Context: an optimization exercise on an open-source flow, tuned for small area and a short achievable clock period. The choices shown serve that exercise and are no tape-out recipe. Power is estimated from default activity; no workload was simulated.

==> module countdownTimer, before the edit <==
module countdownTimer (
    input  logic        frame_clk,
    input  logic        reset,
    input  logic        frameStart,
    input  logic        timerRestart,
    output spritePkg::frameCountT timeLeft,
    output logic        hundreds,
    output spritePkg::digitT      tens,
    output spritePkg::digitT      ones
);
    localparam logic [12:0] TimerStart = 13'd6059;
    logic [12:3] countHigh;
    logic [12:0] count;
    logic [5:0]  frames;
    logic framesZero, onesZero, tensZero, tick, secTick, onesTick, tensTick;
    logic [13:3] cb;    
    logic [6:0]  fb;
    logic [4:0]  ob, tb;
    assign count    = {countHigh, frames[2] ^ ones[0], frames[1:0]};
    assign timeLeft = {3'd0, count};
    assign framesZero = (frames == 6'd0);
    assign onesZero   = (ones == 4'd0);
    assign tensZero   = (tens == 4'd0);
    assign tick     = frameStart & ~(framesZero & onesZero & tensZero & ~hundreds);
    assign secTick  = tick & framesZero;
    assign onesTick = secTick & onesZero;
    assign tensTick = onesTick & tensZero;
    always_comb begin
        cb[3] = tick & (count[2:0] == 3'd0);
        for (int i = 3; i < 13; i++) cb[i+1] = cb[i] & ~count[i];
        fb[0] = tick & ~framesZero;
        for (int i = 0; i < 6; i++) fb[i+1] = fb[i] & ~frames[i];
        ob[0] = secTick & ~onesZero;
        for (int i = 0; i < 4; i++) ob[i+1] = ob[i] & ~ones[i];
        tb[0] = onesTick & ~tensZero;
        for (int i = 0; i < 4; i++) tb[i+1] = tb[i] & ~tens[i];
    end
    always_ff @(posedge frame_clk or posedge reset) begin
        if (reset) begin
            countHigh <= TimerStart[12:3];
            frames   <= 6'd59;
            ones     <= 4'd0;
            tens     <= 4'd0;
            hundreds <= 1'b1;
        end else if (timerRestart) begin
            countHigh <= TimerStart[12:3];
            frames   <= 6'd59;
            ones     <= 4'd0;
            tens     <= 4'd0;
            hundreds <= 1'b1;
        end else begin
            countHigh <= countHigh ^ cb[12:3];
            frames <= frames ^ (fb[5:0] | {secTick, secTick, secTick, 1'b0, secTick, secTick});
            ones   <= ones ^ (ob[3:0] | {onesTick, 2'b00, onesTick});
            tens   <= tens ^ (tb[3:0] | {tensTick, 2'b00, tensTick});
            if (tensTick) hundreds <= 1'b0;
        end
    end
endmodule
export LEC_CHECK = 0
export CAP_MARGIN = 20
export CORE_MARGIN = 2
export CORE_UTILIZATION = 40
export CTS_BUF_LIST = sky130_fd_sc_hd__clkbuf_4 sky130_fd_sc_hd__clkbuf_8
export SLEW_MARGIN = 20
export SYNTH_HIERARCHICAL = 1
export SYNTH_MINIMUM_KEEP_SIZE = 0
create_clock -name core_clock -period 14.0 [get_ports {frame_clk}]
standard.sh (not shown) runs the stock make flow with config.mk's settings and CLKGATE_MAP_FILE= SYNTH_SCRIPT=/design/flow/synth_recipe.tcl, a recipe that flattens the netlist after the stock synthesis.
==> flow/flow/run.sh <==
#!/bin/bash
# The standard layout, with plain buffers on the ports instead of the delay cells
# that port buffering picks by default, and timing repair aimed at a shorter period than
# the clock (the margin); make's output goes to make_finish.log, each tool's to orfs/logs
set -euo pipefail
bash standard.sh finish BUFFER_PORTS_ARGS="-buffer_cell sky130_fd_sc_hd__buf_2" SETUP_SLACK_MARGIN=8 > make_finish.log 2>&1
Then changed:
--- a/flow/design.v
+++ b/flow/design.v
@@ -79,67 +79,52 @@
             timerRestart <= writeAcc && sel[5] && PWDATA[0];
         end
     end
 endmodule
 `timescale 1ns/1ps
 module countdownTimer (
-    input  logic        frame_clk,
-    input  logic        reset,
-    input  logic        frameStart,
-    input  logic        timerRestart,
+    input  logic                  frame_clk,
+    input  logic                  reset,
+    input  logic                  frameStart,
+    input  logic                  timerRestart,
     output spritePkg::frameCountT timeLeft,
-    output logic        hundreds,
+    output logic                  hundreds,
     output spritePkg::digitT      tens,
     output spritePkg::digitT      ones
 );
     localparam logic [12:0] TimerStart = 13'd6059;
-    logic [12:3] countHigh;
     logic [12:0] count;
     logic [5:0]  frames;
-    logic framesZero, onesZero, tensZero, tick, secTick, onesTick, tensTick;
-    logic [13:3] cb;    
-    logic [6:0]  fb;
-    logic [4:0]  ob, tb;
-    assign count    = {countHigh, frames[2] ^ ones[0], frames[1:0]};
+    logic        tick;
+    logic        secBorrow;
+    logic        onesBorrow;
+    logic        tensBorrow;
     assign timeLeft = {3'd0, count};
-    assign framesZero = (frames == 6'd0);
-    assign onesZero   = (ones == 4'd0);
-    assign tensZero   = (tens == 4'd0);
-    assign tick     = frameStart & ~(framesZero & onesZero & tensZero & ~hundreds);
-    assign secTick  = tick & framesZero;
-    assign onesTick = secTick & onesZero;
-    assign tensTick = onesTick & tensZero;
-    always_comb begin
-        cb[3] = tick & (count[2:0] == 3'd0);
-        for (int i = 3; i < 13; i++) cb[i+1] = cb[i] & ~count[i];
-        fb[0] = tick & ~framesZero;
-        for (int i = 0; i < 6; i++) fb[i+1] = fb[i] & ~frames[i];
-        ob[0] = secTick & ~onesZero;
-        for (int i = 0; i < 4; i++) ob[i+1] = ob[i] & ~ones[i];
-        tb[0] = onesTick & ~tensZero;
-        for (int i = 0; i < 4; i++) tb[i+1] = tb[i] & ~tens[i];
-    end
+    assign tick       = frameStart && (count != 13'd0);
+    assign secBorrow  = (frames == 6'd0);
+    assign onesBorrow = secBorrow && (ones == 4'd0);
+    assign tensBorrow = onesBorrow && (tens == 4'd0);
     always_ff @(posedge frame_clk or posedge reset) begin
         if (reset) begin
-            countHigh <= TimerStart[12:3];
+            count    <= TimerStart;
             frames   <= 6'd59;
             ones     <= 4'd0;
             tens     <= 4'd0;
             hundreds <= 1'b1;
         end else if (timerRestart) begin
-            countHigh <= TimerStart[12:3];
+            count    <= TimerStart;
             frames   <= 6'd59;
             ones     <= 4'd0;
             tens     <= 4'd0;
             hundreds <= 1'b1;
-        end else begin
-            countHigh <= countHigh ^ cb[12:3];
-            frames <= frames ^ (fb[5:0] | {secTick, secTick, secTick, 1'b0, secTick, secTick});
-            ones   <= ones ^ (ob[3:0] | {onesTick, 2'b00, onesTick});
-            tens   <= tens ^ (tb[3:0] | {tensTick, 2'b00, tensTick});
-            if (tensTick) hundreds <= 1'b0;
+        end else if (tick) begin
+            count  <= count - 13'd1;
+            frames <= secBorrow ? 6'd59 : frames - 6'd1;
+            if (secBorrow) ones <= (ones == 4'd0) ? 4'd9 : ones - 4'd1;
+            if (onesBorrow) tens <= (tens == 4'd0) ? 4'd9 : tens - 4'd1;
+            if (tensBorrow) hundreds <= 1'b0;
         end
     end
 endmodule
 `timescale 1ns/1ps
 module digitGlyph (
     input  spritePkg::digitT digit,
Effect: Via count climbs by a few percent. Combinational power climbs by a few percent. Core utilization drops by 0.49 points. Non-clock buffer count climbs by 2. Worst hold slack gets worse by 4.5 ps.
Function was not checked in any run of this note: the RTL went through the layout flow alone.

-- port drivers added, routing unchanged --
The results above use ideal ports. As a check the final layouts listed here were re-extracted and re-timed, cells and wires unchanged. Step 1, drivers: a clkbuf_16 drives frame_clk and a buf_2 each remaining input, both assumed. Step 2 adds t to the input delays and takes it off the output delays; t is the mean of the earliest and latest rising clock arrival at the registers after step 1. Input paths then give back, and output paths get back, about the clock's delay inside the block. a / b / c = ideal ports / drivers / drivers and shift; a / b = the first two.
| run | t, ns | slack for setup (ns) | worst setup path at the end | worst slew at a driven data input, ns |
|---|---|---|---|---|
| the first run | 0.494 | 7.511 / 7.283 / 7.283 | input to output | 0.25 |
| the second run | 0.494 | 7.506 / 7.277 / 7.277 | input to output | 0.23 |
After both steps every run listed still meets setup and hold. The setup slack of the second run, which loses most, moves by -0.229 ns with the drivers and by -0.229 ns with both steps.
